Background: an optimization exercise with open tools, aiming at small area, a short achievable clock period and few clock cycles per item. Do not read the settings as production practice. Only simulation tests tie the RTL to the original design; equivalence was not proved. No activity file was given, so power comes from the tool's default toggle rates.

<file path="config.mk">
export PLATFORM = sky130hd
export DESIGN_NAME = exp_golomb_bit_reader_top
export DESIGN_NICKNAME = exp_golomb_bit_reader_top
export VERILOG_FILES = /design/flow/design.v
export SDC_FILE = /design/flow/constraint.sdc
export NUM_CORES = 4
export LEC_CHECK = 0
export ABC_AREA = 1
export CAP_MARGIN = 5
export CORE_MARGIN = 2
export CORE_UTILIZATION = 45
export CTS_BUF_LIST = sky130_fd_sc_hd__clkbuf_8
export PLACE_DENSITY = 0.65
export SETUP_SLACK_MARGIN = 1.5
export SLEW_MARGIN = 5
</file>
<file path="constraint.sdc">
create_clock -name core_clock -period 5.0 [get_ports {i_clk}]
set_input_delay 1.0000 -clock core_clock [delete_from_list [all_inputs] [get_ports {i_clk}]]
set_output_delay 1.0000 -clock core_clock [all_outputs]
set_load 0.01 [all_outputs]
</file>
<file path="design.v">
package egbr_pkg;
    localparam int BUFFER_WORDS_DEF     = 3;
    localparam int MAX_PREFIX_ZEROS_DEF = 15;
    localparam int QUEUE_DEPTH          = 2;
    localparam int QPTR_W               = $clog2(QUEUE_DEPTH);
    localparam int QCNT_W               = $clog2(QUEUE_DEPTH + 1);
    localparam int MAX_COUNT            = 32;
    localparam logic [2:0] KIND_LOAD = 3'd0;
    localparam logic [2:0] KIND_GET  = 3'd1;
    localparam logic [2:0] KIND_SHOW = 3'd2;
    localparam logic [2:0] KIND_UE   = 3'd3;
    localparam logic [2:0] KIND_SE   = 3'd4;
    localparam logic [1:0] ST_OK    = 2'd0;
    localparam logic [1:0] ST_UNDER = 2'd1;
    localparam logic [1:0] ST_LONG  = 2'd2;
    localparam logic [1:0] ST_FULL  = 2'd3;
    typedef enum logic [2:0] {
        OP_NONE,
        OP_LOAD,
        OP_GET,
        OP_SHOW,
        OP_UE,
        OP_SE
    } t_op;
    typedef struct packed {
        logic [2:0]  kind;
        logic [31:0] stream_word;
        logic [5:0]  bit_count;
    } t_in_word;
    typedef struct packed {
        logic signed [32:0] value;
        logic [1:0]         status;
        logic [6:0]         bits_available;
    } t_out_word;
    typedef struct packed {
        t_op         op;
        logic [31:0] stream_word;
        logic [5:0]  count;
    } t_op_word;
    localparam int OP_WORD_W = 3 + 32 + 6;
    typedef struct packed {
        logic     valid;
        t_op_word entry;
    } t_q_head;
endpackage
module exp_golomb_bit_reader_top
#(
    parameter int BUFFER_WORDS     = egbr_pkg::BUFFER_WORDS_DEF,
    parameter int MAX_PREFIX_ZEROS = egbr_pkg::MAX_PREFIX_ZEROS_DEF
) (
    input  logic      i_clk,
    input  logic      i_rst_n,
    input  logic        i_in_valid,
    input  logic [40:0] i_in_word,     
    output logic        o_in_stall,
    output logic        o_out_valid,
    output logic [41:0] o_out_word,    
    input  logic        i_out_stall
);
    localparam logic [1:0] M_ZERO = 2'd0;
    localparam logic [1:0] M_RAW  = 2'd1;
    localparam logic [1:0] M_UE   = 2'd2;
    localparam logic [1:0] M_SE   = 2'd3;
    logic [31:0] r_w0, r_w1, r_w2;
    logic [2:0]  r_rsel;         
    logic [4:0]  r_ofs;          
    logic [1:0]  r_nw;           
    logic        r_mid_valid;
    logic [31:0] r_part;         
    logic [2:0]  r_rsh;          
    logic [1:0]  r_mode;
    logic [1:0]  r_status;
    logic        r_out_valid;
    logic [41:0] r_out;
    logic [2:0]  kind;
    logic [31:0] data;
    logic [5:0]  count;
    assign kind  = i_in_word[40:38];
    assign data  = i_in_word[37:6];
    assign count = i_in_word[5] ? 6'd32 : i_in_word[5:0];
    logic is_load, is_get, is_rd, is_ue, is_exp;
    assign is_load = (kind == egbr_pkg::KIND_LOAD);
    assign is_get  = (kind == egbr_pkg::KIND_GET);
    assign is_rd   = (kind == egbr_pkg::KIND_GET) || (kind == egbr_pkg::KIND_SHOW);
    assign is_ue   = (kind == egbr_pkg::KIND_UE);
    assign is_exp  = (kind == egbr_pkg::KIND_UE) || (kind == egbr_pkg::KIND_SE);
    logic stall, take;
    assign stall      = r_mid_valid && r_out_valid && i_out_stall;
    assign take       = i_in_valid && !stall;
    assign o_in_stall = stall;
    logic [31:0] first, second;
    assign first  = ({32{r_rsel[0]}} & r_w0) | ({32{r_rsel[1]}} & r_w1) | ({32{r_rsel[2]}} & r_w2);
    assign second = ({32{r_rsel[0]}} & r_w1) | ({32{r_rsel[1]}} & r_w2) | ({32{r_rsel[2]}} & r_w0);
    logic [62:0] a0;
    logic [46:0] a1;
    logic [38:0] a2;
    logic [34:0] a3;
    logic [32:0] a4;
    logic [31:0] top32;
    assign a0    = {first, second[31:1]};
    assign a1    = r_ofs[4] ? a0[46:0] : a0[62:16];
    assign a2    = r_ofs[3] ? a1[38:0] : a1[46:8];
    assign a3    = r_ofs[2] ? a2[34:0] : a2[38:4];
    assign a4    = r_ofs[1] ? a3[32:0] : a3[34:2];
    assign top32 = r_ofs[0] ? a4[31:0] : a4[32:1];
    logic [15:0] top16;
    assign top16 = top32[31:16];
    logic [15:0] first_one;
    logic        long_code;
    always_comb begin
        for (int k = 0; k < 16; k++)
            first_one[k] = top16[15-k] && ((top16 & ~(16'hFFFF >> k)) == 16'd0);
    end
    assign long_code = (top16 == 16'd0);
    logic [6:0] exp_pick;
    always_comb begin
        logic [5:0] s;
        exp_pick = '0;
        for (int k = 0; k < 16; k++) begin
            s = {1'b0, r_ofs} + 6'(2*k + 1);
            exp_pick = exp_pick | ({7{first_one[k]}} & {s[5] && (s[4:0] != 5'd0), s[5], s[4:0]});
        end
    end
    logic       exp_over, exp_wrap;
    logic [4:0] exp_ofs;
    assign {exp_over, exp_wrap, exp_ofs} = exp_pick;
    logic [4:0] zeros;
    always_comb begin
        zeros = 5'd16;
        for (int i = 0; i < 16; i++) begin
            if (top16[i]) zeros = 5'(15 - i);
        end
    end
    logic [5:0] sum_rd;
    logic       rd_wrap, rd_over;
    assign sum_rd  = {1'b0, r_ofs} + count;
    assign rd_wrap = sum_rd[5];
    assign rd_over = sum_rd[5] && (sum_rd[4:0] != 5'd0);
    logic held16;
    assign held16 = r_nw[1] || (r_nw[0] && (r_ofs <= 5'd16));
    logic [1:0] status;
    logic [1:0] mode;
    logic       consume;
    logic       wrap;
    logic       load_ok;
    always_comb begin
        status  = egbr_pkg::ST_OK;
        mode    = M_ZERO;
        consume = 1'b0;
        load_ok = 1'b0;
        wrap    = 1'b0;
        if (is_load) begin
            if (r_nw == 2'd3) status = egbr_pkg::ST_FULL;
            else              load_ok = 1'b1;
        end else if (is_rd) begin
            if ((r_nw == 2'd0 && count != 6'd0) || (r_nw == 2'd1 && rd_over)) begin
                status = egbr_pkg::ST_UNDER;
            end else begin
                mode    = (count == 6'd0) ? M_ZERO : M_RAW;
                consume = is_get;
                wrap    = rd_wrap;
            end
        end else if (is_exp) begin
            if (long_code) begin
                status = held16 ? egbr_pkg::ST_LONG : egbr_pkg::ST_UNDER;
            end else if (r_nw == 2'd0 || (r_nw == 2'd1 && exp_over)) begin
                status = egbr_pkg::ST_UNDER;
            end else begin
                mode    = is_ue ? M_UE : M_SE;
                consume = 1'b1;
                wrap    = exp_wrap;
            end
        end
    end
    logic [4:0] ofs_next;
    assign ofs_next = is_exp ? exp_ofs : sum_rd[4:0];
    logic [4:0]  rsh;
    logic [31:0] p1, part;
    assign rsh  = is_exp ? {~zeros[3:0], 1'b1} : 5'(6'd32 - count);
    assign p1   = rsh[4] ? {16'b0, top32[31:16]} : top32;
    assign part = rsh[3] ? {8'b0, p1[31:8]} : p1;
    logic [2:0] wsel;
    always_comb begin
        unique case (r_nw)
            2'd0:    wsel = r_rsel;
            2'd1:    wsel = {r_rsel[1:0], r_rsel[2]};
            default: wsel = {r_rsel[0], r_rsel[2:1]};
        endcase
    end
    always_ff @(posedge i_clk) begin
        if (!i_rst_n) begin
            r_rsel <= 3'b001;
            r_ofs  <= '0;
            r_nw   <= '0;
        end else if (take) begin
            if (consume) r_ofs <= ofs_next;
            if (consume && wrap) r_rsel <= {r_rsel[1:0], r_rsel[2]};
            if (load_ok)               r_nw <= r_nw + 2'd1;
            else if (consume && wrap)  r_nw <= r_nw - 2'd1;
        end
    end
    always_ff @(posedge i_clk) begin
        if (take && load_ok && wsel[0]) r_w0 <= data;
    end
    always_ff @(posedge i_clk) begin
        if (take && load_ok && wsel[1]) r_w1 <= data;
    end
    always_ff @(posedge i_clk) begin
        if (take && load_ok && wsel[2]) r_w2 <= data;
    end
    always_ff @(posedge i_clk) begin
        if (!i_rst_n)    r_mid_valid <= 1'b0;
        else if (!stall) r_mid_valid <= i_in_valid;
    end
    always_ff @(posedge i_clk) begin
        if (take) begin
            r_part   <= part;
            r_rsh    <= rsh[2:0];
            r_mode   <= mode;
            r_status <= status;
        end
    end
    logic [31:0] q1, q2, code;
    assign q1   = r_rsh[2] ? {4'b0, r_part[31:4]} : r_part;
    assign q2   = r_rsh[1] ? {2'b0, q1[31:2]} : q1;
    assign code = r_rsh[0] ? {1'b0, q2[31:1]} : q2;
    logic [15:0] any_below;      
    always_comb begin
        for (int i = 0; i < 16; i++) any_below[i] = |(code[15:0] & 16'((32'd1 << i) - 32'd1));
    end
    logic [32:0] value;
    always_comb begin
        unique case (r_mode)
            M_ZERO:  value = '0;
            M_RAW:   value = {1'b0, code};
            M_UE:    value = {17'b0, code[15:0] ^ ~any_below};
            default: begin
                for (int i = 0; i < 15; i++)
                    value[i] = code[i+1] ^ (code[0] && ((code[15:0] & 16'((32'd2 << i) - 32'd2)) != '0));
                value[32:15] = {18{code[0] && (code[15:1] != 15'd0)}};
            end
        endcase
    end
    logic adv;
    assign adv = !(r_out_valid && i_out_stall);
    always_ff @(posedge i_clk) begin
        if (!i_rst_n)  r_out_valid <= 1'b0;
        else if (adv)  r_out_valid <= r_mid_valid;
    end
    always_ff @(posedge i_clk) begin
        if (adv && r_mid_valid) r_out <= {value, r_status, 7'({r_nw, 5'b0}) - 7'(r_ofs)};
    end
    assign o_out_valid = r_out_valid;
    assign o_out_word  = r_out;
endmodule
</file>
<file path="flow/run.sh">
#!/bin/bash
set -euo pipefail
export BUFFER_PORTS_ARGS="-buffer_cell sky130_fd_sc_hd__buf_2"
bash standard.sh > flow_make.log 2>&1
</file>
<file path="standard.sh">
#!/bin/bash
# synth_recipe.tcl (not shown) runs the flow's synth.tcl, then flattens the netlist and writes it again
# the make line also repeats each setting of config.mk as NAME=value (left out here)
make -C /OpenROAD-flow-scripts/flow DESIGN_CONFIG=/design/flow/config.mk WORK_HOME=/design/flow/orfs CLKGATE_MAP_FILE= SYNTH_SCRIPT=/design/flow/synth_recipe.tcl "${@:-finish}"
</file>
==> results by group, run 1 <==
Run status
  – Outcome: complete, no violations

STA
  – Hold Violations, Final: 0
  – Number of failing setup endpoints in the final timing report: 0
  – F_max: 0.302 GHz
  – Number of max-slew violations in the final report: 0
  – Unrepaired setup endpoints after global routing: yes
  – Post-Route Skew: 0.0230 ns
  – Final worst hold slack: 0.442 ns
  – Final cycle utilization of the critical path: 66.3%
  – Period minus WS final: 3.32 ns
  – Measured slew at the worst slew-check pin: 0.758 ns
  – Worst relative slew slack: 49.3%
  – Final worst-path setup slack: 1.68 ns
  – Sum of negative setup slack: 0 ns

CTS
  – H-tree depth reported by CTS: 4
  – Clock transition at path regs: 0.11 ns
  – Bufs on Longest Clock Path: 2
  – Clock net sink count: 189
  – Root buffer cell: sky130_fd_sc_hd__clkbuf_8
  – TritonCTS clock tree: done
  – Post-CTS Hold Buffers: 0
  – Clock buffer count from CTS: 17
  – Worst-skew pair later-pin latency: 0.53 ns

Synthesis
  – Top cell type's share of synthesized area: 37.7%
  – Post-synthesis sequential element count: 189
  – Cell taking the most area after synthesis: sky130_fd_sc_hd__edfxtp_1
  – EDFF count, synth: 177
  – Per-instance average area after synthesis: 7.26 sq um
  – Post-synth ARST share: 0%
  – Share of the yosys chip area belonging to registers: 39.4%
  – Most instantiated flip-flop cell in the synthesis netlist: sky130_fd_sc_hd__edfxtp_1
  – Leading post-synthesis cells by instance count: 670 x sky130_fd_sc_hd__nand2_1, 222 x sky130_fd_sc_hd__nand3_1, 177 x sky130_fd_sc_hd__edfxtp_1, 135 x sky130_fd_sc_hd__nor2_1, 132 x sky130_fd_sc_hd__o21ai_0
  – Synth warn: 1
  – Syn_nets: 2,005
  – Biggest area contributors in the synthesized netlist: sky130_fd_sc_hd__edfxtp_1 38%, sky130_fd_sc_hd__nand2_1 18%, sky130_fd_sc_hd__nand3_1 7.9%
  – Cell variety after synth: 60
  – Count leader, synth: sky130_fd_sc_hd__nand2_1
  – Cells after synthesis: 1,941
  – Post-Syn Area: 14,100 sq um

Floorplan
  – Starting density of the core: 45.9%
  – Die area: 32,700 sq um
  – Die span in y: 181 um
  – Chip Width: 181 um
  – Cell row count: 64
  – Floorplan Core Area: 30,700 sq um
  – Number of placed I/O pins: 89

Cells and area
  – Multi-input logic area: 7670 sq um
  – Nets@finish: 2,095
  – Diodes inserted: 0
  – Share of post-route cells with drive strength above 1: 17.4%
  – Design area: 16,000 sq um
  – Post-route insts no fill: 2,440
  – Area added between synthesis and finish: 13.7%
  – Filler Cell Count: 3,038
  – Combined flip-flop and latch cell area: 5580 sq um
  – Final core utilization: 52.2%

Placed design
  – Placed Instance Area: 14,700 sq um
  – Post-place setup slack: 1.02 ns
  – HPWL after detailed placement: 31.0 mm
  – GP Congestion: 0.983
  – Instance count after placement with tap cells included: 2,350
  – Port bufs: 88

Run
  – Max-cap violations: 0

Detailed routing
  – Routed wire length per instance: 17.8 um
  – Average vias per placed instance: 5.65
  – Violation count after the first detailed-route iteration: 1,326
  – Vias: 13,800
  – Pre-Repair DR Iteration Count: 10
  – Wire length after detailed routing: 43.3 mm
  – Antenna viol nets, final: 0
  – Remaining routing DRC violations: 0

Power
  – Cell area power density: 289 nW/um^2
  – Standby leakage power: 6.93 nW
  – Max IR drop VDD: 297 uV
  – Final Power: 4.62 mW

Critical path
  – Crit. End Element: flip-flop
  – Element type at the critical path start: flip-flop
  – Crit path required time: 5.26 ns
  – Critical setup path kind: reg -> reg
  – Worst setup slack for register-to-register paths: 1.68 ns
  – Peak fanout along the critical path: 9
  – Endpoint arrival time on the critical path: 3.57 ns

Global route
  – Global-route total usage across every layer: 25.4%
  – Number of global-route vias before repair: 12,600
  – Overflow after GRT: 0
  – Number of antenna violations at the first check in global routing: 0
  – Wire length of the first global-routing pass: 66.2 mm
  – Pin count of the biggest net entering global routing: 69

Worst hold path
  – Class of the worst hold path: reg -> reg
[worst max-delay path: stages (launching register included)]
cell	delay, ns
sky130_fd_sc_hd__edfxtp_1	0.56
sky130_fd_sc_hd__clkinv_4	0.14
sky130_fd_sc_hd__buf_4	0.16
sky130_fd_sc_hd__buf_4	0.12
sky130_fd_sc_hd__o211ai_1	0.09
sky130_fd_sc_hd__o21ai_1	0.11
sky130_fd_sc_hd__nand2_1	0.12
sky130_fd_sc_hd__o21ai_4	0.08
sky130_fd_sc_hd__inv_2	0.07
sky130_fd_sc_hd__nor2_4	0.09
sky130_fd_sc_hd__inv_2	0.06
sky130_fd_sc_hd__nor2_4	0.09
sky130_fd_sc_hd__inv_2	0.06
sky130_fd_sc_hd__nor2_4	0.14
sky130_fd_sc_hd__nand2_2	0.08
sky130_fd_sc_hd__nor2_2	0.13
sky130_fd_sc_hd__inv_2	0.06
sky130_fd_sc_hd__nor2_4	0.13
sky130_fd_sc_hd__nand3_2	0.09
sky130_fd_sc_hd__inv_2	0.08
sky130_fd_sc_hd__nand3_4	0.09
sky130_fd_sc_hd__nor2_4	0.13
sky130_fd_sc_hd__nor3_2	0.07
sky130_fd_sc_hd__bufinv_8	0.21
sky130_fd_sc_hd__o21ai_0	0.08
[cell usage in the layout (no fill, tap or decap), drive strengths merged, types with 7 or more instances in the layout]
cell type / count
buf: 156
o221ai: 7
ha: 18
o21ai: 152
o211ai: 16
clkbuf: 25
dfxtp: 12
nand4: 36
a21oi: 62
nor3: 18
xor2: 20
edfxtp: 177
a31oi: 15
inv: 148
nor2: 159
clkinv: 15
nand2: 698
nand3: 244
o22ai: 8
[report_power, final]
part           leakage (nW)  switching [mW]  internal [mW]  total, mW
registers              1.76          0.0452           1.85       1.89
logic                  4.95            1.14          0.526       1.66
clock network         0.213           0.632          0.435       1.07
[flip-flops by register name, indices dropped and copies added (netlist names), 2 cells and up]
register and cells:
r_mode 2, r_nw 2, r_ofs 5, r_out 42, r_part 32, r_rsel 3
r_rsh 3, r_status 2, r_w0 32, r_w1 32, r_w2 32
[final timing paths]
path / startpoint / end / depth (start not counted)
hold / removal: r_status[0] / r_out[7] / 0
setup / recovery: r_rsh[2] / r_out[38] / 24
hold reg to reg: r_status[0] / r_out[7] / 0
setup reg to reg: r_rsh[2] / r_out[38] / 24
[layout make-up]
type,count,area share (%)
tap,396,3.10
sequential,189,34.8
inverter,152,3.88
multi-input combinational,1503,47.9
timing repair inverter,5,0.188
clock inverter,14,1.09
timing repair buffer,163,7.41
clock buffer,18,1.55
[metal layers]
| metal | global-route usage [%] | part of all wire [%] |
|---|---|---|
| met5 | 0 | 0 |
| met4 | 9.06 | 3.1 |
| met3 | 3.93 | 6.2 |
| met2 | 42.5 | 47 |
| met1 | 33.3 | 43 |
[what timing repair did]
item                       4_1_cts  5_1_grt
resized for setup               14       88
buffers inserted                 0       45
cloned                           2       11
setup endpoints to repair       66       67
pin swaps                        0       19
[kinds of logic (layout without fill, tap and decap cells)]
logic type	count (synthesis)	in the layout	share of synthesized area, %
flops	189	189	39.4
simple gates	1165	1169	37.0
buf+inv	253	352	8.36
xor+xnor	25	25	1.55
mux	3	3	0.213
fa+ha+maj	19	19	1.74
compound gates	287	287	11.7
Testbench counts, summed over its fixed seeds: cycles 12,016, items 12,000.
==> run 2: changes to the inputs <==
--- a/config.mk
+++ b/config.mk
@@ -7,9 +7,9 @@
 export LEC_CHECK = 0
 export ABC_AREA = 1
-export CAP_MARGIN = 5
+export CAP_MARGIN = 20
 export CORE_MARGIN = 2
 export CORE_UTILIZATION = 45
-export CTS_BUF_LIST = sky130_fd_sc_hd__clkbuf_8
+export CTS_BUF_LIST = sky130_fd_sc_hd__clkbuf_4 sky130_fd_sc_hd__clkbuf_8
 export PLACE_DENSITY = 0.65
 export SETUP_SLACK_MARGIN = 1.5
-export SLEW_MARGIN = 5
+export SLEW_MARGIN = 20
==> run 2 against run 1 <==
Still clean. Final cell count stayed put. Maximum frequency did not move. Hold slack is the same. Count of clock-buffer cells in the layout unchanged. Final area unchanged. Clock skew stayed put. First-iteration DRC count stayed put. Largest cell class unchanged. Highest routed layer unchanged.
==> results by group, run 2 <==
Run status
  – Outcome: complete, no violations

STA
  – Final worst-path setup slack: 1.68 ns (unchanged)
  – Post-Route Skew: 0.0230 ns (unchanged)
  – F_max: 0.302 GHz (unchanged)
  – Measured slew at the worst slew-check pin: 0.758 ns (unchanged)
  – Final cycle utilization of the critical path: 66.3% (unchanged)
  – Worst relative slew slack: 49.3% (unchanged)
  – Number of failing setup endpoints in the final timing report: 0 (unchanged)
  – Unrepaired setup endpoints after global routing: yes
  – Sum of negative setup slack: 0 ns (unchanged)
  – Period minus WS final: 3.32 ns (unchanged)
  – Number of max-slew violations in the final report: 0 (unchanged)
  – Hold Violations, Final: 0 (unchanged)

Detailed routing
  – Pre-Repair DR Iteration Count: 10 (unchanged)
  – Antenna viol nets, final: 0 (unchanged)
  – Wire length after detailed routing: 43.3 mm (unchanged)
  – Remaining routing DRC violations: 0 (unchanged)
  – Average vias per placed instance: 5.65 (unchanged)
  – Routed wire length per instance: 17.8 um (unchanged)
  – Violation count after the first detailed-route iteration: 1,326 (unchanged)
  – Vias: 13,800 (unchanged)

Synthesis
  – Cell taking the most area after synthesis: sky130_fd_sc_hd__edfxtp_1
  – Post-Syn Area: 14,100 sq um (unchanged)
  – EDFF count, synth: 177 (unchanged)
  – Leading post-synthesis cells by instance count: 670 x sky130_fd_sc_hd__nand2_1, 222 x sky130_fd_sc_hd__nand3_1, 177 x sky130_fd_sc_hd__edfxtp_1, 135 x sky130_fd_sc_hd__nor2_1, 132 x sky130_fd_sc_hd__o21ai_0
  – Per-instance average area after synthesis: 7.26 sq um (unchanged)
  – Post-synth ARST share: 0% (unchanged)
  – Post-synthesis sequential element count: 189 (unchanged)
  – Synth warn: 1 (unchanged)
  – Count leader, synth: sky130_fd_sc_hd__nand2_1
  – Syn_nets: 2,005 (unchanged)
  – Cell variety after synth: 60 (unchanged)
  – Most instantiated flip-flop cell in the synthesis netlist: sky130_fd_sc_hd__edfxtp_1
  – Biggest area contributors in the synthesized netlist: sky130_fd_sc_hd__edfxtp_1 38%, sky130_fd_sc_hd__nand2_1 18%, sky130_fd_sc_hd__nand3_1 7.9%
  – Cells after synthesis: 1,941 (unchanged)
  – Share of the yosys chip area belonging to registers: 39.4% (unchanged)
  – Top cell type's share of synthesized area: 37.7% (unchanged)

CTS
  – Root buffer cell: sky130_fd_sc_hd__clkbuf_8
  – Worst-skew pair later-pin latency: 0.53 ns (about the same)
  – TritonCTS clock tree: done
  – H-tree depth reported by CTS: 4 (unchanged)
  – Post-CTS Hold Buffers: 0 (unchanged)
  – Clock net sink count: 189 (unchanged)
  – Clock transition at path regs: 0.11 ns (about the same)
  – Clock buffer count from CTS: 17 (unchanged)
  – Bufs on Longest Clock Path: 2 (unchanged)

Critical path
  – Largest stage delay on the critical path: 0.56 ns (about the same)
  – Element type at the critical path start: flip-flop
  – Critical setup path kind: reg -> reg
  – Peak fanout along the critical path: 9 (unchanged)
  – Endpoint arrival time on the critical path: 3.57 ns (about the same)
  – Slowest stage cell, crit path: sky130_fd_sc_hd__edfxtp_1
  – Crit. End Element: flip-flop
  – Crit path required time: 5.26 ns (about the same)
  – Series of cell instances along the critical path: clkinv_4, buf_4, buf_4, o211ai_1, o21ai_1, nand2_1, o21ai_4, inv_2, nor2_4, inv_2, nor2_4, inv_2, nor2_4, nand2_2, nor2_2, inv_2, nor2_4, nand3_2, inv_2, nand3_4, nor2_4, nor3_2, bufinv_8, o21ai_0

Placed design
  – Instance count after placement with tap cells included: 2,350 (unchanged)
  – HPWL after detailed placement: 31.0 mm (unchanged)
  – Port bufs: 88 (unchanged)
  – GP Congestion: 0.983 (unchanged)
  – Post-place setup slack: 1.02 ns (unchanged)

Power
  – Sw Ratio: 39.3% (unchanged)
  – Cell area power density: 289 nW/um^2 (unchanged)
  – Net switching component of the power: 1.82 mW (unchanged)
  – Fraction of power consumed by sequential logic: 40.9% (about the same)
  – Clock Power Share: 23.1% (about the same)
  – Combinational group share of total power: 36.0% (about the same)
  – Max IR drop VDD: 297 uV (unchanged)
  – Internal power consumption: 2.81 mW (unchanged)
  – Standby leakage power: 6.93 nW (unchanged)

Floorplan
  – Starting density of the core: 45.9% (unchanged)
  – Die span in y: 181 um (unchanged)
  – Cell row count: 64 (unchanged)
  – Die area: 32,700 sq um (unchanged)
  – Chip Width: 181 um (unchanged)
  – Floorplan Core Area: 30,700 sq um (unchanged)
  – Number of placed I/O pins: 89 (unchanged)

Global route
  – Number of antenna violations at the first check in global routing: 0 (unchanged)
  – Number of global-route vias before repair: 12,600 (unchanged)
  – Pin count of the biggest net entering global routing: 69 (unchanged)
  – Wire length of the first global-routing pass: 66.2 mm (unchanged)
  – Overflow after GRT: 0 (unchanged)
  – Global-route total usage across every layer: 25.4% (unchanged)

Cells and area
  – Largest register by flop count: r_out
  – Most common cell after layout, fill and taps aside: sky130_fd_sc_hd__nand2_1
  – Area added between synthesis and finish: 13.7% (unchanged)
  – Most frequent cells in the layout: 660 x sky130_fd_sc_hd__nand2_1, 214 x sky130_fd_sc_hd__nand3_1, 177 x sky130_fd_sc_hd__edfxtp_1
  – Share of post-route cells with drive strength above 1: 17.4% (unchanged)
  – Post-route insts no fill: 2,440 (unchanged)
  – Max reg flops: 42 (unchanged)
  – Nets@finish: 2,095 (unchanged)
  – Diodes inserted: 0 (unchanged)

Worst hold path
  – Class of the worst hold path: reg -> reg

Run
  – Max-cap violations: 0 (unchanged)
## run 2: cell counts after synthesis
Identical to the previous run, type by type.
## run 2: repair_timing
action                     CTS  global route
buffers inserted             0            45
setup endpoints to repair   66            67
cloned                       2            11
pin swaps                    0            19
resized for setup           14            88
## run 2: power groups by stage
stage               clock, mW  combinational, mW  sequential, mW
finish                   1.07               1.66            1.89
global route             1.15               1.84            1.90
CTS                      1.09               1.48            1.89
detailed placement          0               1.47            1.93
global placement            0               1.46            1.93
floorplan                   0               1.09            1.93
## run 2: cells by family (layout without fill, tap and decap cells)
group	after synthesis	in the layout	share of synthesized area [%]
buf+inv	253	352	8.36
simple gates	1165	1169	37.0
xor+xnor	25	25	1.55
compound gates	287	287	11.7
mux	3	3	0.213
flops	189	189	39.4
fa+ha+maj	19	19	1.74
## run 2: cell type report
cell class | instances | area [sq um]
Multi-Input combinational cell | 1503 | 7670
Clock inverter | 14 | 175
Inverter | 152 | 622
Tap cell | 396 | 495
Sequential cell | 189 | 5580
Timing Repair inverter | 5 | 30.0
Timing Repair Buffer | 163 | 1190
Clock buffer | 18 | 248
Fill cell | 3038 | 14700
## run 2: final timing paths
path	start	end	slack, ns	cells past startpoint
max	r_rsh[2]	r_out[38]	1.68	24
min reg2reg	r_status[0]	r_out[7]	0.44	0
max reg2reg	r_rsh[2]	r_out[38]	1.68	24
min	r_status[0]	r_out[7]	0.44	0
## run 2: worst max-delay path: cells and delay by family, from the launching register on
family | cells | cell delay [ns]
flip-flops | 1 | 0.56
buffers and inverters | 9 | 0.96
AND/OR/NAND/NOR | 11 | 1.16
AO/OA/AOI/OAI | 4 | 0.36
## run 2: through the flow
step	hold slack [ns]	cell area (sq um)	utilization (%)	total power, mW
2_1_floorplan	0.400	14100	-	3.02
5_1_grt	0.451	16000	52.2	4.89
3_5_place_dp	0.407	14700	48.0	3.40
3_3_place_gp	0.424	14700	48.0	3.39
6_report	0.442	16000	52.2	4.62
4_1_cts	0.444	15200	49.5	4.46
## run 2: routing by layer
metal  up-vias  share of wire (%)  global-route usage (%)  wire length, um
li1       6730                  -                       -                -
met1      6394                 43                    33.3            18800
met2       564                 47                    42.5            20500
met3        87                6.2                    3.93             2670
met4         0                3.1                    9.06             1330
met5         -                  0                       0                0
==> run 3: changes to the inputs <==
--- a/config.mk
+++ b/config.mk
@@ -12,4 +12,4 @@
 export CTS_BUF_LIST = sky130_fd_sc_hd__clkbuf_4 sky130_fd_sc_hd__clkbuf_8
 export PLACE_DENSITY = 0.65
-export SETUP_SLACK_MARGIN = 1.5
+export SETUP_SLACK_MARGIN = 1.2
 export SLEW_MARGIN = 20
==> run 3 against run 2 <==
Critical path depth shrank 3. Final cell count shrank 1.4%. Power fell by 4.5%. Final area is 4.0% lower. Sequential share of layout area increased by 1.4 points. Critical endpoint is now r_part[10]. Count of clock-buffer cells in the layout grew 3. Critical path type unchanged.
==> results by group, run 3 <==
Cells and area
  – Filler Cell Count: 3,037 (-0.033%)
  – Combined flip-flop and latch cell area: 5570 sq um (about the same)
  – Share of post-route cells with drive strength above 1: 14.6% (-2.8 points)
  – Largest register by flop count: r_out
  – Nets@finish: 2,061 (-1.6%)
  – Max reg flops: 42 (unchanged)
  – Multi-input logic area: 7450 sq um (-2.9%)
  – Post-route insts no fill: 2,406 (-1.4%)
  – Area added between synthesis and finish: 9.07%
  – Design area: 15,400 sq um (-4.0%)
  – Most frequent cells in the layout: 668 x sky130_fd_sc_hd__nand2_1, 222 x sky130_fd_sc_hd__nand3_1, 177 x sky130_fd_sc_hd__edfxtp_1
  – Diodes inserted: 0 (unchanged)
  – Most common cell after layout, fill and taps aside: sky130_fd_sc_hd__nand2_1

Detailed routing
  – Remaining routing DRC violations: 0 (unchanged)
  – Vias: 13,600 (-1.5%)
  – Routed wire length per instance: 17.5 um (-1.4%)
  – Violation count after the first detailed-route iteration: 1,223 (-7.8%)
  – Antenna viol nets, final: 0 (unchanged)
  – Wire length after detailed routing: 42.1 mm (-2.7%)
  – Pre-Repair DR Iteration Count: 8 (-2)
  – Average vias per placed instance: 5.64 (about the same)

CTS
  – Clock net sink count: 189 (unchanged)
  – Clock transition at path regs: 0.10 ns (about the same)
  – Root buffer cell: sky130_fd_sc_hd__clkbuf_8
  – TritonCTS clock tree: done
  – Post-CTS Hold Buffers: 0 (unchanged)
  – Clock buffer count from CTS: 17 (unchanged)
  – Worst-skew pair later-pin latency: 0.52 ns (about the same)
  – Bufs on Longest Clock Path: 2 (unchanged)
  – H-tree depth reported by CTS: 4 (unchanged)

Critical path
  – Largest stage delay on the critical path: 0.44 ns (-0.12 ns)
  – Crit path required time: 5.36 ns (+0.10 ns)
  – Endpoint arrival time on the critical path: 3.86 ns (+0.29 ns)
  – Family with the most delay on the worst path: simple AND/OR/NAND/NOR gates
  – Most prevalent standard cell on the critical path: sky130_fd_sc_hd__nand2_1
  – Element type at the critical path start: flip-flop
  – Critical setup path kind: reg -> reg
  – Slowest stage cell, crit path: sky130_fd_sc_hd__dfxtp_4
  – Peak fanout along the critical path: 35 (+26)
  – Series of cell instances along the critical path: buf_4, nand2_2, nand3_1, nand2_1, nand2_1, nand2_1, nand3_1, nand2_1, nand2_1, nand3_2, nand2_2, nor2_4, nand2_2, o21ai_0, nand2_1, nand2_1, o21a_1, buf_6, clkinvlp_4, buf_4, o21ai_0
  – Sum of buffers and inverters on the critical path: 4 (-5)
  – Crit. End Element: flip-flop

STA
  – Worst relative slew slack: 47.8% (-1.5 points)
  – Final cycle utilization of the critical path: 69.9% (+3.6 points)
  – F_max: 0.286 GHz (-5.2%)
  – Post-Route Skew: 0.0223 ns (-0.000715 ns)
  – Hold Violations, Final: 0 (unchanged)
  – Measured slew at the worst slew-check pin: 0.776 ns (+0.0182 ns)
  – Number of failing setup endpoints in the final timing report: 0 (unchanged)
  – Number of max-slew violations in the final report: 0 (unchanged)
  – Unrepaired setup endpoints after global routing: yes
  – Period minus WS final: 3.50 ns (+0.181 ns)
  – Sum of negative setup slack: 0 ns (unchanged)

Worst hold path
  – Class of the worst hold path: reg -> reg

Synthesis
  – Adder and majority gate portion of the synthesized area: 1.74% (unchanged)
  – Count leader, synth: sky130_fd_sc_hd__nand2_1
  – Per-instance average area after synthesis: 7.26 sq um (unchanged)
  – Top cell type's share of synthesized area: 37.7% (unchanged)
  – Share of the yosys chip area belonging to registers: 39.4% (unchanged)
  – EDFF count, synth: 177 (unchanged)
  – Cell taking the most area after synthesis: sky130_fd_sc_hd__edfxtp_1
  – Mux share of post-synthesis cell area: 0.213% (unchanged)
  – Largest family of logic cells by synthesized area: simple AND/OR/NAND/NOR gates
  – Syn_nets: 2,005 (unchanged)
  – Post-synthesis sequential element count: 189 (unchanged)
  – Cells after synthesis: 1,941 (unchanged)
  – Xor-xnor portion of the synthesized cell area: 1.55% (unchanged)
  – Biggest area contributors in the synthesized netlist: sky130_fd_sc_hd__edfxtp_1 38%, sky130_fd_sc_hd__nand2_1 18%, sky130_fd_sc_hd__nand3_1 7.9%
  – Synth warn: 1 (unchanged)
  – Simple-gate share of the synthesized area: 37.0% (unchanged)
  – Post-synth ARST share: 0% (unchanged)
  – Cell variety after synth: 60 (unchanged)
  – Leading post-synthesis cells by instance count: 670 x sky130_fd_sc_hd__nand2_1, 222 x sky130_fd_sc_hd__nand3_1, 177 x sky130_fd_sc_hd__edfxtp_1, 135 x sky130_fd_sc_hd__nor2_1, 132 x sky130_fd_sc_hd__o21ai_0
  – Share of the synthesized area in compound gates (AO/OA/AOI/OAI): 11.7% (unchanged)
  – Post-Syn Area: 14,100 sq um (unchanged)
  – Most instantiated flip-flop cell in the synthesis netlist: sky130_fd_sc_hd__edfxtp_1

Power
  – Max IR drop VDD: 258 uV (-13%)
  – Net switching component of the power: 1.72 mW (-5.5%)
  – Fraction of power consumed by sequential logic: 42.9% (+2.0 points)
  – Cell area power density: 287 nW/um^2 (-0.49%)
  – Combinational group share of total power: 34.7% (-1.3 points)
  – Clock Power Share: 22.5% (-0.6 points)
  – Sw Ratio: 38.9% (-0.40 points)
  – Standby leakage power: 6.63 nW (-4.3%)
  – Internal power consumption: 2.70 mW (-3.9%)
  – Final Power: 4.41 mW (-4.5%)

Global route
  – Overflow after GRT: 0 (unchanged)
  – Most heavily used metal layer in global routing: met2
  – Pin count of the biggest net entering global routing: 53 (-23%)
  – M3 GR Usage: 4.54% (+0.60 points)
  – Wire length of the first global-routing pass: 66.1 mm (-0.27%)
  – Number of global-route vias before repair: 12,600 (-0.27%)
  – Met1 Resource Use GR: 33.4% (+0.086 points)
  – Global-route total usage across every layer: 25.2% (-0.14 points)
  – Met2 global-route usage: 41.6% (-0.88 points)
  – Number of antenna violations at the first check in global routing: 0 (unchanged)

Run
  – Max-cap violations: 0 (unchanged)

Placed design
  – Placed Instance Area: 14,700 sq um (about the same)
  – Instance count after placement with tap cells included: 2,354 (+0.17%)
  – HPWL after detailed placement: 31.3 mm (+0.97%)
  – Port bufs: 88 (unchanged)
  – GP Congestion: 1.00 (+2.2%)

Floorplan
  – Chip Width: 181 um (unchanged)
  – Number of placed I/O pins: 89 (unchanged)
  – Starting density of the core: 45.9% (unchanged)
  – Floorplan Core Area: 30,700 sq um (unchanged)
  – Die area: 32,700 sq um (unchanged)
  – Cell row count: 64 (unchanged)
  – Die span in y: 181 um (unchanged)

Run status
  – Outcome: complete, no violations
run 3: cell counts after synthesis:
No cell type changed its count.
run 3: final cells by class:
class | count | share of cell area [%]
Sequential cell | 189 | 36.3
Tap cell | 396 | 3.23
Inverter | 152 | 3.89
Timing Repair inverter | 2 | 0.0977
Timing Repair Buffer | 135 | 5.60
Clock inverter | 11 | 0.635
Multi-Input combinational cell | 1500 | 48.5
Clock buffer | 21 | 1.76
run 3: through the flow:
step / setup slack, ns / utilization, % / hold slack [ns]
4_1_cts: 1.30 / 49.2 / 0.435
3_3_place_gp: 0.854 / 47.9 / 0.411
5_1_grt: 1.19 / 50.1 / 0.438
6_report: 1.50 / 50.1 / 0.439
3_5_place_dp: 0.791 / 47.9 / 0.420
2_1_floorplan: 1.34 / - / 0.400
run 3: layer usage:
layer,up-vias,share of wire (%)
li1,6654,-
met1,6282,44
met2,556,47
met3,80,6.7
met4,0,2.8
met5,-,0
run 3: cell families after synthesis:
| group | count (synthesis) |
|---|---|
| and+or+nand+nor | 1165 |
| AOI/OAI and AO/OA | 287 |
| buffers and inverters | 253 |
| DFF | 189 |
| xor gates and xnor gates | 25 |
| adders and majority gates | 19 |
| muxes | 3 |
run 3: worst reg2reg max path: stages (launching register included):
cell                         delay (ns)
sky130_fd_sc_hd__dfxtp_4           0.44
sky130_fd_sc_hd__buf_4             0.24
sky130_fd_sc_hd__nand2_2           0.07
sky130_fd_sc_hd__nand3_1           0.20
sky130_fd_sc_hd__nand2_1           0.14
sky130_fd_sc_hd__nand2_1           0.09
sky130_fd_sc_hd__nand2_1           0.09
sky130_fd_sc_hd__nand3_1           0.15
sky130_fd_sc_hd__nand2_1           0.10
sky130_fd_sc_hd__nand2_1           0.07
sky130_fd_sc_hd__nand3_2           0.10
sky130_fd_sc_hd__nand2_2           0.12
sky130_fd_sc_hd__nor2_4            0.22
sky130_fd_sc_hd__nand2_2           0.14
sky130_fd_sc_hd__o21ai_0           0.20
sky130_fd_sc_hd__nand2_1           0.07
sky130_fd_sc_hd__nand2_1           0.06
sky130_fd_sc_hd__o21a_1            0.13
sky130_fd_sc_hd__buf_6             0.25
sky130_fd_sc_hd__clkinvlp_4        0.15
sky130_fd_sc_hd__buf_4             0.16
sky130_fd_sc_hd__o21ai_0           0.17
run 3: timing repair:
action,CTS,global route
resized for setup,5,27
endpoints found under the setup margin,27,63
cloned,0,3
pin swaps,0,1
endpoints found under the hold margin,0,0
setup buffers,0,17
run 3: power groups by stage:
stage | combinational (mW) | sequential, mW | clock [mW]
3_5_place_dp | 1.46 | 1.93 | 0
3_3_place_gp | 1.45 | 1.93 | 0
6_report | 1.53 | 1.89 | 0.991
2_1_floorplan | 1.09 | 1.93 | 0
5_1_grt | 1.71 | 1.90 | 1.08
4_1_cts | 1.46 | 1.90 | 1.02
run 3: worst paths after layout:
path                                  start          to  slack, ns  depth (start not counted)
worst max register to register    r_rsel[0]  r_part[10]       1.50                         21
worst max-delay path              r_rsel[0]  r_part[10]       1.50                         21
worst min-delay path            r_status[1]    r_out[8]       0.44                          0
worst min register to register  r_status[1]    r_out[8]       0.44                          0
==> run 4: changes to the inputs <==
--- a/config.mk
+++ b/config.mk
@@ -9,7 +9,6 @@
 export CAP_MARGIN = 20
 export CORE_MARGIN = 2
-export CORE_UTILIZATION = 45
-export CTS_BUF_LIST = sky130_fd_sc_hd__clkbuf_4 sky130_fd_sc_hd__clkbuf_8
-export PLACE_DENSITY = 0.65
-export SETUP_SLACK_MARGIN = 1.2
+export CORE_UTILIZATION = 60
+export PLACE_DENSITY = 0.8
+export SETUP_SLACK_MARGIN = 1.5
 export SLEW_MARGIN = 20
==> run 4 against run 3 <==
Die area fell by 24%. Final cell count is 2.6% lower. Global-route usage grew 9.5 points. Sequential cell count unchanged. Clock power rose by 49%. Hold slack worse by 0.012 ns. Non-clock buffer count rose by 11. Utilization increased by 19 points. Setup slack improved by 0.12 ns. Sequential power barely moved. Critical path type unchanged. Critical endpoint is now r_rsel[1].
==> results by group, run 4 <==
STA
  – Worst relative slew slack: 35.9% (-12 points)
  – F_max: 0.296 GHz (+3.5%)
  – Period minus WS final: 3.38 ns (-0.120 ns)
  – Number of failing setup endpoints in the final timing report: 0 (unchanged)
  – Unrepaired setup endpoints after global routing: yes
  – Sum of negative setup slack: 0 ns (unchanged)
  – Number of max-slew violations in the final report: 0 (unchanged)
  – Post-Route Skew: 0.0192 ns (-0.00314 ns)
  – Final cycle utilization of the critical path: 67.5% (-2.4 points)
  – Hold Violations, Final: 0 (unchanged)
  – Measured slew at the worst slew-check pin: 0.958 ns (+0.182 ns)

CTS
  – Bufs on Longest Clock Path: 2 (unchanged)
  – H-tree depth reported by CTS: 4 (unchanged)
  – Clock transition at path regs: 0.10 ns (about the same)
  – Worst-skew pair later-pin latency: 0.46 ns (-0.06 ns)
  – Post-CTS Hold Buffers: 0 (unchanged)
  – Root buffer cell: sky130_fd_sc_hd__clkbuf_16
  – Clock buffer count from CTS: 17 (unchanged)
  – TritonCTS clock tree: done
  – Clock net sink count: 189 (unchanged)

Detailed routing
  – Antenna viol nets, final: 0 (unchanged)
  – Remaining routing DRC violations: 0 (unchanged)
  – Violation count after the first detailed-route iteration: 1,848 (+51%)
  – Wire length after detailed routing: 44.5 mm (+5.6%)
  – Met2 Routed Length: 20.7 mm (+4.7%)
  – Routed wire length per instance: 19.0 um (+8.4%)
  – Metal3 WL: 4.32 mm (+53%)
  – Average vias per placed instance: 6.07 (+7.6%)
  – Routed length on met1: 17.6 mm (-4.3%)
  – Vias: 14,200 (+4.8%)
  – Uppermost layer routed: met4
  – Pre-Repair DR Iteration Count: 10 (+2)

Cells and area
  – Filler Cell Count: 1,932 (-36%)
  – Nets@finish: 2,075 (+0.68%)
  – Most common cell after layout, fill and taps aside: sky130_fd_sc_hd__nand2_1
  – Max reg flops: 42 (unchanged)
  – Area added between synthesis and finish: 14.0%
  – Share of post-route cells with drive strength above 1: 16.6% (+2.0 points)
  – Diodes inserted: 0 (unchanged)
  – Most frequent cells in the layout: 664 x sky130_fd_sc_hd__nand2_1, 214 x sky130_fd_sc_hd__nand3_1, 177 x sky130_fd_sc_hd__edfxtp_1
  – Largest register by flop count: r_out

Critical path
  – Series of cell instances along the critical path: buf_6, a21oi_1, nand3_1, nand3_1, nand3_1, nand3_1, nand3_1, nand2_1, nand2_2, inv_1, nand2_2, nor2_4, nand2_1, o2bb2ai_1, nor3_1, nand3_1, nand2_1, clkinv_1, nand3_2, nor2_2, nor2_4
  – Crit path required time: 5.35 ns (about the same)
  – Element type at the critical path start: flip-flop
  – Endpoint arrival time on the critical path: 3.73 ns (-0.13 ns)
  – Largest stage delay on the critical path: 0.41 ns (-0.03 ns)
  – Peak fanout along the critical path: 14 (-60%)
  – Most prevalent standard cell on the critical path: sky130_fd_sc_hd__nand3_1
  – Crit. End Element: flip-flop
  – Slowest stage cell, crit path: sky130_fd_sc_hd__dfxtp_4
  – Critical setup path kind: reg -> reg

Synthesis
  – Synth warn: 1 (unchanged)
  – Cell variety after synth: 60 (unchanged)
  – Cells after synthesis: 1,941 (unchanged)
  – Count leader, synth: sky130_fd_sc_hd__nand2_1
  – Post-synthesis sequential element count: 189 (unchanged)
  – Most instantiated flip-flop cell in the synthesis netlist: sky130_fd_sc_hd__edfxtp_1
  – Per-instance average area after synthesis: 7.26 sq um (unchanged)
  – Syn_nets: 2,005 (unchanged)
  – EDFF count, synth: 177 (unchanged)
  – Leading post-synthesis cells by instance count: 670 x sky130_fd_sc_hd__nand2_1, 222 x sky130_fd_sc_hd__nand3_1, 177 x sky130_fd_sc_hd__edfxtp_1, 135 x sky130_fd_sc_hd__nor2_1, 132 x sky130_fd_sc_hd__o21ai_0
  – Cell taking the most area after synthesis: sky130_fd_sc_hd__edfxtp_1
  – Post-synth ARST share: 0% (unchanged)
  – Biggest area contributors in the synthesized netlist: sky130_fd_sc_hd__edfxtp_1 38%, sky130_fd_sc_hd__nand2_1 18%, sky130_fd_sc_hd__nand3_1 7.9%
  – Top cell type's share of synthesized area: 37.7% (unchanged)
  – Post-Syn Area: 14,100 sq um (unchanged)
  – Share of the yosys chip area belonging to registers: 39.4% (unchanged)

Power
  – Combinational group share of total power: 32.8% (-1.9 points)
  – Standby leakage power: 6.94 nW (+4.7%)
  – Net switching component of the power: 1.95 mW (+14%)
  – Sw Ratio: 39.0% (+0.11 points)
  – Internal power consumption: 3.06 mW (+13%)
  – Final Power: 5.01 mW (+14%)
  – Fraction of power consumed by sequential logic: 37.7% (-5.2 points)
  – Clock Power Share: 29.5% (+7.0 points)
  – Cell area power density: 312 nW/um^2 (+8.7%)
  – Max IR drop VDD: 242 uV (-6.2%)

Run status
  – Outcome: complete, no violations

Floorplan
  – Floorplan Core Area: 23,300 sq um (-24%)
  – Cell row count: 56 (-13%)
  – Die span in y: 157 um (-13%)
  – Chip Width: 157 um (-13%)
  – Number of placed I/O pins: 89 (unchanged)
  – Die area: 24,700 sq um (-24%)
  – Starting density of the core: 60.5% (+15 points)

Global route
  – Wire length of the first global-routing pass: 66.6 mm (+0.77%)
  – Global-route total usage across every layer: 34.7% (+9.5 points)
  – Number of antenna violations at the first check in global routing: 1 (+1)
  – Pin count of the biggest net entering global routing: 52 (-1.9%)
  – Overflow after GRT: 0 (unchanged)
  – Number of global-route vias before repair: 13,000 (+3.3%)

Placed design
  – HPWL after detailed placement: 30.7 mm (-1.7%)
  – GP Congestion: 1.06 (+5.6%)
  – Port bufs: 88 (unchanged)

Run
  – Max-cap violations: 0 (unchanged)

Worst hold path
  – Class of the worst hold path: reg -> reg
==> run 4: cell counts after synthesis <==
Identical to the previous run, type by type.
==> run 4: what timing repair did <==
| item | in CTS | in global routing |
|---|---|---|
| cloned | 1 | 9 |
| endpoints found under the setup margin | 63 | 58 |
| pin swaps | 0 | 6 |
| gates resized for setup | 24 | 82 |
| buffers inserted | 3 | 22 |
==> run 4: metal layers <==
metal	global-route usage, %	up-vias
li1	-	6699
met1	46.2	6530
met2	56.8	822
met3	5.86	174
met4	13.5	0
met5	0	-
==> run 4: power groups by stage <==
stage	combinational [mW]	sequential, mW	clock, mW
finish	1.64	1.89	1.48
detailed placement	1.47	1.93	0
CTS	1.49	1.89	1.48
global route	1.80	1.90	1.53
floorplan	1.09	1.93	0
global placement	1.46	1.93	0
==> run 4: through the flow <==
step	cells	hold WS [ns]	setup slack [ns]	util, %	cell area [sq um]
3_5_place_dp	2276	0.408	1.04	62.8	14600
3_3_place_gp	2276	0.407	1.01	62.8	14600
4_1_cts	2312	0.429	1.44	66.2	15400
5_1_grt	2343	0.437	1.44	69.0	16100
2_1_floorplan	1941	0.400	1.53	-	14100
6_report	2343	0.427	1.62	69.0	16100
==> run 4: critical path: cells and delay by family (launching register included) <==
kind / cells / cell delay [ns]
flip-flops: 1 / 0.41
AO/OA/AOI/OAI: 2 / 0.40
AND/OR/NAND/NOR: 16 / 2.08
buffers and inverters: 3 / 0.39
==> run 4: final timing paths <==
| check | startpoint | end | slack (ns) | depth (start not counted) |
|---|---|---|---|---|
| max reg2reg | r_rsel[1] | r_rsel[1] | 1.62 | 21 |
| min reg2reg | r_status[1] | r_out[8] | 0.43 | 0 |
| min | r_status[1] | r_out[8] | 0.43 | 0 |
| max | r_rsel[1] | r_rsel[1] | 1.62 | 21 |
==> run 4: cell type report <==
| cell class | count | area, sq um | area share (%) |
|---|---|---|---|
| multi-input combinational | 1502 | 7610 | 47.4 |
| sequential | 189 | 5580 | 34.7 |
| timing repair buffer | 146 | 1170 | 7.29 |
| inverter | 152 | 634 | 3.95 |
| clock buffer | 17 | 425 | 2.65 |
| tap | 319 | 399 | 2.49 |
| clock inverter | 15 | 215 | 1.34 |
| timing repair inverter | 3 | 20.0 | 0.125 |
==> run 4: cell families after synthesis <==
logic type | synth area share (%)
xor+xnor | 1.55
mux | 0.213
compound gates | 11.7
buf+inv | 8.36
flops | 39.4
fa+ha+maj | 1.74
simple gates | 37.0
==> run 5: changes to the inputs <==
--- a/design.v
+++ b/design.v
@@ -225,7 +225,11 @@
     assign q2   = r_rsh[1] ? {2'b0, q1[31:2]} : q1;
     assign code = r_rsh[0] ? {1'b0, q2[31:1]} : q2;
-    logic [15:0] any_below;      
-    always_comb begin
-        for (int i = 0; i < 16; i++) any_below[i] = |(code[15:0] & 16'((32'd1 << i) - 32'd1));
+    logic [15:0] any_below;
+    logic [15:0] any_above0;
+    assign any_below[0]  = 1'b0;
+    assign any_above0[0] = 1'b0;
+    for (genvar i = 1; i < 16; i++) begin : g_or
+        egbr_or #(.W(i)) u_below (.i_x(code[i-1:0]), .o_y(any_below[i]));
+        egbr_or #(.W(i)) u_above (.i_x(code[i:1]),   .o_y(any_above0[i]));
     end
     logic [32:0] value;
@@ -236,7 +240,6 @@
             M_UE:    value = {17'b0, code[15:0] ^ ~any_below};
             default: begin
-                for (int i = 0; i < 15; i++)
-                    value[i] = code[i+1] ^ (code[0] && ((code[15:0] & 16'((32'd2 << i) - 32'd2)) != '0));
-                value[32:15] = {18{code[0] && (code[15:1] != 15'd0)}};
+                for (int i = 0; i < 15; i++) value[i] = code[i+1] ^ (code[0] && any_above0[i]);
+                value[32:15] = {18{code[0] && any_above0[15]}};
             end
         endcase
@@ -254,2 +257,8 @@
     assign o_out_word  = r_out;
 endmodule
+module egbr_or #(parameter int W = 1) (
+    input  logic [W-1:0] i_x,
+    output logic         o_y
+);
+    assign o_y = |i_x;
+endmodule
==> run.sh (new file) <==
#!/bin/bash
# synth_recipe.tcl (not shown) runs the flow's synth.tcl, then flattens the netlist and writes it again
# the make line also repeats each setting of config.mk as NAME=value (left out here)
make -C /OpenROAD-flow-scripts/flow DESIGN_CONFIG=/design/flow/config.mk WORK_HOME=/design/flow/orfs CLKGATE_MAP_FILE= SYNTH_SCRIPT=/design/flow/synth_recipe.tcl finish
--- a/config.mk
+++ b/config.mk
@@ -9,6 +9,9 @@
 export CAP_MARGIN = 20
 export CORE_MARGIN = 2
-export CORE_UTILIZATION = 60
-export PLACE_DENSITY = 0.8
-export SETUP_SLACK_MARGIN = 1.5
+export CORE_UTILIZATION = 45
+export CTS_BUF_LIST = sky130_fd_sc_hd__clkbuf_4 sky130_fd_sc_hd__clkbuf_8
+export PLACE_DENSITY = 0.65
+export SETUP_SLACK_MARGIN = 1.2
 export SLEW_MARGIN = 20
+export SYNTH_HIERARCHICAL = 1
+export SYNTH_MINIMUM_KEEP_SIZE = 0
removed: flow/run.sh
removed: standard.sh
==> run 5 against run 4 <==
Global-route usage is 8.1 points lower. Sequential share of layout area is 1.1 points lower. Final area grew 2.9%. Register-to-register slack worse by 0.19 ns. Synthesized cell count grew 9.2%. Critical endpoint is now r_rsel[2]. Maximum frequency is 6.7% lower. Hold slack improved by 0.0024 ns. Critical path depth shrank 5. Count of clock-buffer cells in the layout increased by 1. Highest routed layer unchanged. Combinational power is 9% higher.
==> results by group, run 5 <==
Cells and area
  – Filler Cell Count: 3,242 (+68%)
  – Largest register by flop count: r_out
  – Diodes inserted: 0 (unchanged)
  – Post-route insts no fill: 2,627 (+12%)
  – Most common cell after layout, fill and taps aside: sky130_fd_sc_hd__nand2_1
  – Share of post-route cells with drive strength above 1: 7.55% (-9.0 points)
  – Combined flip-flop and latch cell area: 5570 sq um (-0.25%)
  – Area added between synthesis and finish: 12.4%
  – Max reg flops: 42 (unchanged)
  – Multi-input logic area: 7940 sq um (+4.3%)
  – Most frequent cells in the layout: 696 x sky130_fd_sc_hd__nand2_1, 232 x sky130_fd_sc_hd__nor2_1, 225 x sky130_fd_sc_hd__nand3_1
  – Nets@finish: 2,232 (+7.6%)

Synthesis
  – Biggest area contributors in the synthesized netlist: sky130_fd_sc_hd__edfxtp_1 36%, sky130_fd_sc_hd__nand2_1 18%, sky130_fd_sc_hd__nand3_1 7.7%
  – Simple-gate share of the synthesized area: 37.1% (+0.15 points)
  – Synth warn: 7 (+6)
  – Post-synthesis sequential element count: 189 (unchanged)
  – Per-instance average area after synthesis: 6.93 sq um (-4.5%)
  – EDFF count, synth: 177 (unchanged)
  – Cell variety after synth: 56 (-6.7%)
  – Top cell type's share of synthesized area: 36.2% (-1.6 points)
  – Count leader, synth: sky130_fd_sc_hd__nand2_1
  – Post-Syn Area: 14,700 sq um (+4.3%)
  – Mux share of post-synthesis cell area: 1.16% (+0.94 points)
  – Post-synth ARST share: 0% (unchanged)
  – Cells after synthesis: 2,120 (+9.2%)
  – Share of the yosys chip area belonging to registers: 37.8% (-1.6 points)
  – Syn_nets: 2,179 (+8.7%)
  – Adder and majority gate portion of the synthesized area: 1.24% (-0.50 points)
  – Share of the synthesized area in compound gates (AO/OA/AOI/OAI): 12.4% (+0.64 points)
  – Leading post-synthesis cells by instance count: 697 x sky130_fd_sc_hd__nand2_1, 234 x sky130_fd_sc_hd__nor2_1, 225 x sky130_fd_sc_hd__nand3_1, 177 x sky130_fd_sc_hd__edfxtp_1, 171 x sky130_fd_sc_hd__inv_1
  – Xor-xnor portion of the synthesized cell area: 1.67% (+0.11 points)
  – Cell taking the most area after synthesis: sky130_fd_sc_hd__edfxtp_1
  – Largest family of logic cells by synthesized area: simple AND/OR/NAND/NOR gates
  – Most instantiated flip-flop cell in the synthesis netlist: sky130_fd_sc_hd__edfxtp_1

Detailed routing
  – Average vias per placed instance: 5.54 (-8.7%)
  – Vias: 14,600 (+2.3%)
  – Remaining routing DRC violations: 0 (unchanged)
  – Wire length after detailed routing: 45.0 mm (+1.2%)
  – Violation count after the first detailed-route iteration: 1,563 (-15%)
  – Antenna viol nets, final: 0 (unchanged)
  – Routed wire length per instance: 17.1 um (-9.7%)
  – Pre-Repair DR Iteration Count: 8 (-2)

Critical path
  – Crit. End Element: flip-flop
  – Endpoint arrival time on the critical path: 4.03 ns (+0.30 ns)
  – Worst setup slack for register-to-register paths: 1.43 ns (-0.19 ns)
  – Critical path origin: i_in_word[5]
  – Crit path required time: 5.41 ns (+0.06 ns)
  – Worst r2r src: r_rsh[2]
  – Length in cells of the worst reg-to-reg path: 15 (-29%)
  – Capture instance of the worst register-to-register path: r_out[27]
  – Critical path destination: r_rsel[2]
  – Critical setup path kind: in -> reg
  – Element type at the critical path start: primary input
  – Peak fanout along the critical path: 9 (-5)

CTS
  – Clock net sink count: 189 (unchanged)
  – Post-CTS Hold Buffers: 0 (unchanged)
  – Worst-skew pair later-pin latency: 0.52 ns (+0.06 ns)
  – Root buffer cell: sky130_fd_sc_hd__clkbuf_8
  – H-tree depth reported by CTS: 4 (unchanged)
  – Bufs on Longest Clock Path: 2 (unchanged)
  – Clock buffer count from CTS: 17 (unchanged)
  – TritonCTS clock tree: done
  – Clock transition at path regs: 0.09 ns (about the same)

Global route
  – Number of antenna violations at the first check in global routing: 0 (-1)
  – Number of global-route vias before repair: 13,600 (+4.6%)
  – Wire length of the first global-routing pass: 70.8 mm (+6.4%)
  – Global-route total usage across every layer: 26.6% (-8.1 points)
  – Pin count of the biggest net entering global routing: 68 (+31%)
  – Overflow after GRT: 0 (unchanged)

Run status
  – Outcome: complete, no violations

STA
  – Number of max-slew violations in the final report: 0 (unchanged)
  – Period minus WS final: 3.62 ns (+0.242 ns)
  – Final cycle utilization of the critical path: 72.4% (+4.8 points)
  – Final worst hold slack: 0.429 ns (+0.00244 ns)
  – Sum of negative setup slack: 0 ns (unchanged)
  – Post-Route Skew: 0.0167 ns (-0.00246 ns)
  – F_max: 0.276 GHz (-6.7%)
  – Measured slew at the worst slew-check pin: 1.07 ns (+0.115 ns)
  – Unrepaired setup endpoints after global routing: yes
  – Final worst-path setup slack: 1.38 ns (-0.242 ns)
  – Number of failing setup endpoints in the final timing report: 0 (unchanged)
  – Worst relative slew slack: 28.4% (-7.5 points)
  – Hold Violations, Final: 0 (unchanged)

Floorplan
  – Starting density of the core: 45.4% (-15 points)
  – Cell row count: 66 (+18%)
  – Number of placed I/O pins: 89 (unchanged)
  – Die area: 34,100 sq um (+38%)
  – Die span in y: 185 um (+17%)
  – Floorplan Core Area: 32,400 sq um (+39%)
  – Chip Width: 185 um (+17%)

Power
  – Standby leakage power: 7.03 nW (+1.3%)
  – Cell area power density: 291 nW/um^2 (-6.9%)
  – Max IR drop VDD: 243 uV (+0.29%)

Placed design
  – GP Congestion: 1.03 (-3.4%)
  – Port bufs: 88 (unchanged)
  – Instance count after placement with tap cells included: 2,584 (+14%)
  – Post-place setup slack: 0.890 ns (-0.147 ns)
  – HPWL after detailed placement: 33.0 mm (+7.5%)

Worst hold path
  – Class of the worst hold path: reg -> reg

Run
  – Max-cap violations: 0 (unchanged)
run 5: final cells by class:
class	count	share of cell area, %
Timing Repair Buffer	133	7.75
Tap cell	442	3.35
Clock inverter	13	1.10
Clock buffer	18	1.46
Multi-Input combinational cell	1640	48.1
Inverter	189	4.48
Sequential cell	189	33.7
Timing Repair inverter	3	0.106
run 5: cell families (layout without fill, tap and decap cells):
kind of cell / Yosys count / after routing
fa+ha+maj: 14 / 14
mux: 17 / 17
flops: 189 / 189
buf+inv: 291 / 356
compound gates: 306 / 306
simple gates: 1275 / 1275
xor+xnor: 28 / 28
run 5: metrics by stage:
| stage | cell area [sq um] | utilization [%] | power, mW |
|---|---|---|---|
| floorplan | 14700 | - | 3.17 |
| global placement | 15900 | 49.2 | 3.64 |
| detailed placement | 15900 | 49.2 | 3.66 |
| CTS | 16300 | 50.5 | 4.77 |
| global route | 16500 | 51.0 | 5.11 |
| finish | 16500 | 51.0 | 4.80 |
run 5: where the power goes:
group          leakage [nW]  internal [mW]  switching (mW)
Sequential             1.76           1.85          0.0491
Clock                 0.211          0.512           0.600
Combinational          5.06          0.562            1.23
Total                  7.03           2.92            1.88
run 5: what timing repair did:
action | 4_1_cts | 5_1_grt
pin swaps | 0 | 0
endpoints found under the setup margin | 32 | 57
gates resized for setup | 4 | 29
setup buffers | 0 | 8
cloned | 0 | 4
run 5: worst max-delay path, cell delays in order:
cell                              delay (ns)
sky130_fd_sc_hd__clkdlybuf4s50_1        0.56
sky130_fd_sc_hd__nor2_1                 0.11
sky130_fd_sc_hd__ha_1                   0.22
sky130_fd_sc_hd__fa_1                   0.41
sky130_fd_sc_hd__xor2_1                 0.20
sky130_fd_sc_hd__nor3_1                 0.19
sky130_fd_sc_hd__nand3_1                0.14
sky130_fd_sc_hd__nand3_1                0.10
sky130_fd_sc_hd__o21ai_0                0.10
sky130_fd_sc_hd__inv_1                  0.08
sky130_fd_sc_hd__nor2_1                 0.05
sky130_fd_sc_hd__nor2_1                 0.34
sky130_fd_sc_hd__nand3_4                0.20
sky130_fd_sc_hd__nand2_1                0.10
sky130_fd_sc_hd__nand2_1                0.05
sky130_fd_sc_hd__nor2_1                 0.18
run 5: worst min-delay path by stage:
stage | start | endpoint | slack (ns) | cells past startpoint
2_1_floorplan | r_status[0] | r_out[7] | 0.40 | 0
3_3_place_gp | r_status[0] | r_out[7] | 0.41 | 0
3_5_place_dp | r_status[0] | r_out[7] | 0.41 | 0
4_1_cts | r_status[0] | r_out[7] | 0.43 | 0
5_1_grt | r_status[1] | r_out[8] | 0.45 | 0
6_report | r_status[0] | r_out[7] | 0.43 | 0
run 5: layer usage:
metal	vias up	GRT usage (%)	wire (um)
met5	-	0	0
met4	0	9.78	1270
li1	7168	-	-
met1	6716	34.7	19200
met3	83	5.12	3410
met2	588	43.8	21200
Testbench counts of run 5, summed over its fixed seeds: cycles 12,016, items 12,000.

## what the ideal ports hide
No port has a modelled driver above. Below, the same layouts with a new extraction and two added sets of constraints.
Step 1 assumes that a clkbuf_16 drives the clock port and a buf_2 every other input.
Step 2 also shifts input and output timing later by t, the mid clock arrival at the registers, as if the neighbouring blocks saw the same clock.
Three values: ideal, step 1, step 2; two values: the first two.
run | shift t [ns] | slack for setup (ns) | slew at the worst register clock pin (ns)
run 1 | 0.562 | 1.684 / 1.684 / 1.286 | 0.12 / 0.12
run 2 | 0.562 | 1.684 / 1.684 / 1.286 | 0.12 / 0.12
run 3 | 0.560 | 1.503 / 1.503 / 1.103 | 0.11 / 0.11
run 4 | 0.498 | 1.623 / 1.623 / 1.248 | 0.10 / 0.10
run 5 | 0.556 | 1.381 / 1.402 / 0.846 | 0.11 / 0.11
After both steps every run listed still meets setup and hold. The setup slack of run 5, which loses most, moves by +0.021 ns with the drivers and by -0.535 ns with both steps.
